This design comes from an exercise in tuning for small area, a short achievable clock period and few clock cycles per item on the open sky130 flow, not from production work. Only simulation tests tie the RTL to the original design; equivalence was not proved.

Setup of green:
// adaptive_step_length_controller
module adaptive_step_length_controller (
    input  logic                             aclk,
    input  logic                             aresetn,
    input  logic                             s_tvalid,
    output logic                             s_tready,
    input  logic [aslc_pkg::S_TDATA_W-1:0]   s_tdata,
    input  logic                             s_tuser,
    output logic                             m_tvalid,
    input  logic                             m_tready,
    output logic [aslc_pkg::M_TDATA_W-1:0]   m_tdata,
    output logic                             m_tlast,
    input  logic                             cfg_valid,
    output logic                             cfg_ready,
    input  logic [aslc_pkg::CFG_IDX_W-1:0]   cfg_index,
    input  logic [aslc_pkg::CFG_DATA_W-1:0]  cfg_data
);
    function automatic logic [24:0] booth(input logic [15:0] f);
        logic [17:0] e;
        e = {1'b0, f, 1'b0};
        for (int k = 0; k < 8; k++) begin
            booth[k]      = e[2*k+2];
            booth[8 + k]  = e[2*k+1] ^ e[2*k];
            booth[16 + k] = (e[2*k+2] & ~e[2*k+1] & ~e[2*k]) |
                            (~e[2*k+2] & e[2*k+1] & e[2*k]);
        end
        booth[24] = f[15];
    endfunction
    logic [31:0]       c_floor, c_ceil, c_thr;
    logic [15:0]       c_rise, c_drop, c_iter;
    logic [46:0]       c_eps;
    logic signed [8:0] c_streak;
    assign cfg_ready = 1'b1;
    always_ff @(posedge aclk) begin
        if (!aresetn) begin
            c_floor  <= RST_MIN_LENGTH;
            c_ceil   <= RST_MAX_LENGTH;
            c_rise   <= RST_RISE_FACTOR;
            c_drop   <= RST_DROP_FACTOR;
            c_eps    <= RST_EPSILON;
            c_thr    <= RST_CHANGE_THR;
            c_streak <= STREAK_NONE;
            c_iter   <= RST_MAX_ITER;
        end else if (cfg_valid) begin
            case (cfg_index)
                3'd0: c_floor  <= cfg_data[31:0];
                3'd1: c_ceil   <= cfg_data[31:0];
                3'd2: c_rise   <= cfg_data[15:0];
  ...
Settings: LEC_CHECK=0, CAP_MARGIN=20, CORE_MARGIN=2, CORE_UTILIZATION=55, SLEW_MARGIN=20; clock period 18.0 ns.
standard.sh (not shown) runs the stock make flow with config.mk's settings and CLKGATE_MAP_FILE= SYNTH_SCRIPT=/design/flow/synth_recipe.tcl, a recipe that flattens the netlist after the stock synthesis.
==> flow/flow/run.sh <==
#!/bin/bash
# The standard layout (the standard.sh, standard synthesis included), with
# two changes: the buffers that placement puts on every input and output port
# are sky130_fd_sc_hd__buf_2 instead of the resizer's default choice, and
# timing repair aims for 10 ns of setup slack at the design's clock period.
set -euo pipefail
bash standard.sh 'BUFFER_PORTS_ARGS=-buffer_cell sky130_fd_sc_hd__buf_2' SETUP_SLACK_MARGIN=10 finish > standard_flow.log 2>&1
Testbench counts of green, summed over its fixed seeds: cycles 8,582, items 8,246.
#### Input delta (red over green)
diff --git a/flow/design.v b/flow/design.v
--- a/flow/design.v
+++ b/flow/design.v
@@ -1134,16 +1134,42 @@
         for (int k = 0; k < 8; k++) begin
             booth[k]      = e[2*k+2];
             booth[8 + k]  = e[2*k+1] ^ e[2*k];
             booth[16 + k] = (e[2*k+2] & ~e[2*k+1] & ~e[2*k]) |
                             (~e[2*k+2] & e[2*k+1] & e[2*k]);
         end
         booth[24] = f[15];
     endfunction
+    function automatic logic [32:0] bk_add(input logic [31:0] a, input logic [31:0] b,
+                                           input logic cin);
+        logic [31:0] g, p, gg, pp;
+        g  = a & b;
+        p  = a ^ b;
+        gg = g;
+        pp = p;
+        gg[0] = g[0] | (p[0] & cin);
+        for (int d = 1; d < 32; d = d * 2) begin
+            for (int i = 2 * d - 1; i < 32; i = i + 2 * d) begin
+                gg[i] = gg[i] | (pp[i] & gg[i - d]);
+                pp[i] = pp[i] & pp[i - d];
+            end
+        end
+        for (int d = 8; d >= 1; d = d / 2) begin
+            for (int i = 3 * d - 1; i < 32; i = i + 2 * d) begin
+                gg[i] = gg[i] | (pp[i] & gg[i - d]);
+                pp[i] = pp[i] & pp[i - d];
+            end
+        end
+        bk_add[0]  = p[0] ^ cin;
+        for (int i = 1; i < 32; i++) begin
+            bk_add[i] = p[i] ^ gg[i - 1];
+        end
+        bk_add[32] = gg[31];
+    endfunction
     logic [31:0]       c_floor, c_ceil, c_thr;
     logic [15:0]       c_rise, c_drop, c_iter;
     logic [46:0]       c_eps;
     logic signed [8:0] c_streak;
     assign cfg_ready = 1'b1;
     always_ff @(posedge aclk) begin
         if (!aresetn) begin
             c_floor  <= RST_MIN_LENGTH;
@@ -1212,20 +1238,20 @@
     logic        psat;
     logic [15:0] iter_inc;
     logic        iter_done, streak_done, floor_done;
     logic        done_early, done_rise, done;
     logic signed [8:0] streak_inc;
     assign in_valid_nx  = take || (in_valid && !fire);
     assign out_valid_nx = fire || (out_valid && !m_tready);
     assign upd_acc = !i_op || (st_active && !i_chg_le && i_better);
-    assign tsum   = {1'b0, st_total} + {1'b0, st_len};
+    assign tsum   = bk_add(st_total, st_len, 1'b0);
     assign t_sat  = tsum[32] ? '1 : tsum[31:0];
-    assign t_left = {1'b0, c_ceil} - {1'b0, t_sat};
-    assign t_gt   = t_left[32];
+    assign t_left = bk_add(c_ceil, ~t_sat, 1'b1);
+    assign t_gt   = !t_left[32];
     assign k_rise = !st_tot ? c_ceil : (t_gt ? '0 : t_left[31:0]);
     assign len_lt_ceil = st_len < c_ceil;
     assign len_eq_ceil = st_len == c_ceil;
     assign len_gt_ceil = !len_lt_ceil && !len_eq_ceil;
     assign grow_ok     = st_strict || len_lt_ceil;
     assign use_tot = i_better && st_tot;
     assign crow_a  = {5'h1F, i_better ? ~c_ceil : ~c_floor};
     assign crow_b  = use_tot ? st_total : '0;
### Flow results
red: full flow OK, the timing, DRC and antenna checks passed. Per the comparison of red with green, global-route usage over all layers went down 0.83 points; antenna diode instance count went up 1. Across both runs, proportion of cell area occupied by multi-input gates was lower for red than for green. Higher final cell utilization of the core was reported by green, not red. Of the two values seen for cell with the largest stage delay on the worst path, fa_1 was produced by green and or2_2 by red. Changes observed in red relative to green: number of distinct standard cells referenced by the synthesized netlist went down 16%, count of clock-net buffers in the final layout shows an increase of 8, depth of the critical timing path with buffers and inverters included dropped 21. red ended up with a higher met2 demand-to-capacity share in global routing than green did. Stage delay of the slowest cell on the critical path in red is 0.24 ns below green.
Testbench counts of red, summed over its fixed seeds: cycles 8,582, items 8,246.

[port drivers added, routing unchanged]
Ports are ideal in the flow. The routed layouts listed here were re-timed in OpenROAD.
Step 1 sets driving cells, clkbuf_16 on the clock port and buf_2 on the other inputs (assumed; they add their load-dependent delay and slew).
Step 2 adds t to the input delays and takes it off the output delays; t is the mean of the earliest and latest rising clock arrival at the registers after step 1. Input paths then give back, and output paths get back, about the clock's delay inside the block.
Three values: ideal, step 1, step 2; two values: the first two.
run | t, ns | slack for setup (ns) | worst hold slack (ns) | worst register clock-pin slew, ns | cell pins on the clock port's net
green | 0.735 | 10.122 / 10.122 / 10.122 | 0.467 / 0.467 / 0.467 | 0.08 / 0.08 | 1
red | 0.747 | 10.181 / 10.157 / 10.157 | 0.454 / 0.454 / 0.454 | 0.08 / 0.08 | 1
After both steps setup and hold are still met in every run listed. The setup slack of red, which loses most, moves by -0.024 ns with the drivers and by -0.024 ns with both steps.
